Context: an optimization exercise on an open-source flow, tuned for small area. The choices shown serve that exercise and are no tape-out recipe. In this exercise RTL edits were held to simulation tests only and were not proved equivalent to the original.

Setup of run A:
Design chi_aiu_occ_monitor, start of the top module:
module chi_aiu_occ_monitor #(
  parameter int N_OTT = 32,
  parameter int N_STT = 32,
  parameter int AGE_W = 16,
  localparam int OCW  = $clog2(N_OTT + 1),
  localparam int SCW  = $clog2(N_STT + 1),
  localparam int NMAX = (N_OTT > N_STT) ? N_OTT : N_STT,
  localparam int IW   = (NMAX > 1) ? $clog2(NMAX) : 1
) (
  input  logic             clk,
  input  logic             resetn,
  input  logic [N_OTT-1:0] ott_entry_validvec,
  input  logic [N_STT-1:0] stt_entry_validvec,
  input  logic             starv_mode,
  input  logic             clear,
  input  logic [AGE_W-1:0] timeout_thresh,
  output logic [OCW-1:0]   ott_count,
  output logic [SCW-1:0]   stt_count,
  output logic [OCW-1:0]   ott_hwm,
  output logic [SCW-1:0]   stt_hwm,
  output logic             ott_full,
  output logic             stt_full,
  output logic             timeout_err,
  output logic             timeout_is_stt,
  output logic [IW-1:0]    timeout_idx,
  output logic [7:0]       timeout_cnt,
  output logic [15:0]      starv_cycles,
  output logic [7:0]       starv_entries,
  output logic             dbg_starv_state
);
  localparam int NE = N_OTT + N_STT;
  localparam int SW = 17;
  localparam logic [SW-1:0] INV  = 17'ha954;   
  localparam logic [SW-1:0] KDET = 17'ha954;   
  function automatic logic [3:0] f_p_u(input logic [3:0] s);
    case (s)
      4'd0: f_p_u = 4'd7;
      4'd1: f_p_u = 4'd15;
      4'd2: f_p_u = 4'd14;
      4'd3: f_p_u = 4'd12;
      4'd4: f_p_u = 4'd15;
      4'd5: f_p_u = 4'd14;
      4'd6: f_p_u = 4'd12;
      4'd7: f_p_u = 4'd8;
      4'd8: f_p_u = 4'd14;
      4'd9: f_p_u = 4'd12;
      4'd10: f_p_u = 4'd8;
      4'd11: f_p_u = 4'd1;
      4'd12: f_p_u = 4'd12;
      4'd13: f_p_u = 4'd8;
      4'd14: f_p_u = 4'd1;
      4'd15: f_p_u = 4'd2;
  ...
For scale: about 6500 cells after synthesis, about 1200 flip-flops, ~55000 um2 of cells after synthesis.
Settings: LEC_CHECK=0, ABC_AREA=1, CAP_MARGIN=20, CORE_MARGIN=2, CORE_UTILIZATION=35, PLACE_DENSITY=0.55, SLEW_MARGIN=20; clock period 12.0 ns.
standard.sh (not shown) runs the stock make flow with config.mk's settings and CLKGATE_MAP_FILE= SYNTH_SCRIPT=/design/flow/synth_recipe.tcl, a recipe that flattens the netlist after the stock synthesis.
==> flow/flow/run.sh <==
#!/bin/bash
# Own flow: the standard layout (standard.sh) with these changes:
#  - synthesis maps the logic with a stronger area-oriented ABC script
#    (flow/abc_area2.script); everything before ABC, including flip-flop mapping and
#    register names, is the standard synthesis;
#  - port buffers are the smallest buffer (every port still gets one);
#  - clock tree: clkbuf_8 only, sink clusters of at most 16 sinks within 60 um, and
#    no dummy loads.
set -euo pipefail
W=$(pwd)
SCRIPT="$W/flow/abc_area2.script"
# my_synth.tcl = synth_recipe.tcl plus a wrapper for abc that swaps in our script
{
  head -n 1 synth_recipe.tcl
  echo "proc abc {args} { set i [lsearch -exact \$args -script]; if {\$i >= 0} { lset args [expr {\$i + 1}] {$SCRIPT} }; yosys abc {*}\$args }"
  tail -n +2 synth_recipe.tcl
} > my_synth.tcl
sed "s#SYNTH_SCRIPT=[^ ]*synth_recipe.tcl#SYNTH_SCRIPT=$W/my_synth.tcl#" standard.sh > my_standard.sh
grep -q "SYNTH_SCRIPT=$W/my_synth.tcl" my_standard.sh
export BUFFER_PORTS_ARGS="-buffer_cell sky130_fd_sc_hd__buf_1"
export CTS_ARGS="-sink_clustering_enable -repair_clock_nets -dont_use_dummy_load -buf_list sky130_fd_sc_hd__clkbuf_8 -sink_clustering_size 16 -sink_clustering_max_diameter 60"
bash my_standard.sh > "$W/standard_flow.log" 2>&1
==> flow/flow/abc_area2.script <==
strash
balance; rewrite; refactor; balance; rewrite; rewrite -z; balance; refactor -z; rewrite -z; balance
balance; rewrite; refactor; balance; rewrite; rewrite -z; balance; refactor -z; rewrite -z; balance
dch -f
amap
topo
stime -c
buffer -c
upsize -c
dnsize -c
The inputs of run B differ from those of run A as listed below.
--- a/flow/flow/abc_area2.script
+++ b/flow/flow/abc_area2.script
@@ -1,3 +1,5 @@
 strash
+balance; rewrite; refactor; balance; rewrite; rewrite -z; balance; refactor -z; rewrite -z; balance
+balance; rewrite; refactor; balance; rewrite; rewrite -z; balance; refactor -z; rewrite -z; balance
 balance; rewrite; refactor; balance; rewrite; rewrite -z; balance; refactor -z; rewrite -z; balance
 balance; rewrite; refactor; balance; rewrite; rewrite -z; balance; refactor -z; rewrite -z; balance
--- a/flow/config.mk
+++ b/flow/config.mk
@@ -9,5 +9,5 @@
 export CAP_MARGIN = 20
 export CORE_MARGIN = 2
-export CORE_UTILIZATION = 35
-export PLACE_DENSITY = 0.55
+export CORE_UTILIZATION = 60
+export PLACE_DENSITY = 0.72
 export SLEW_MARGIN = 20
### Flow results
- Diff run A -> run B | maximum frequency | down by a few percent
- Re number of standard cells after synthesis: run A was higher than run B.
- Compared with run A, in run B number of multi-input combinational cells increased about 1.1%, number of nets produced by synthesis decreased about 0.6%, total routed wirelength decreased 11%.
- [compare] base=run A new=run B: worst setup slack moved down.

[static timing again, ports no longer ideal]
In the flow no input, the clock included, has a driving cell. The finished layouts below were timed again as built, in two steps. Step 1, drivers: a clkbuf_16 drives clk and a buf_2 each remaining input, both assumed. Step 2 adds t to the input delays and takes it off the output delays; t is the mean of the earliest and latest rising clock arrival at the registers after step 1. Input paths then give back, and output paths get back, about the clock's delay inside the block. Three values: ideal, step 1, step 2; two values: the first two.
run	t, ns	setup slack, ns	worst setup path at the end	worst data-port slew with drivers (ns)
run A	0.898	1.120 / 1.164 / 0.266	input to register	0.20
run B	0.837	0.725 / 0.773 / -0.064	input to register	0.15
Met with ideal ports but missed after step 2: setup timing in run B. For run A, which loses most, drivers alone change the setup slack by +0.044 ns; drivers and shift together by -0.854 ns.
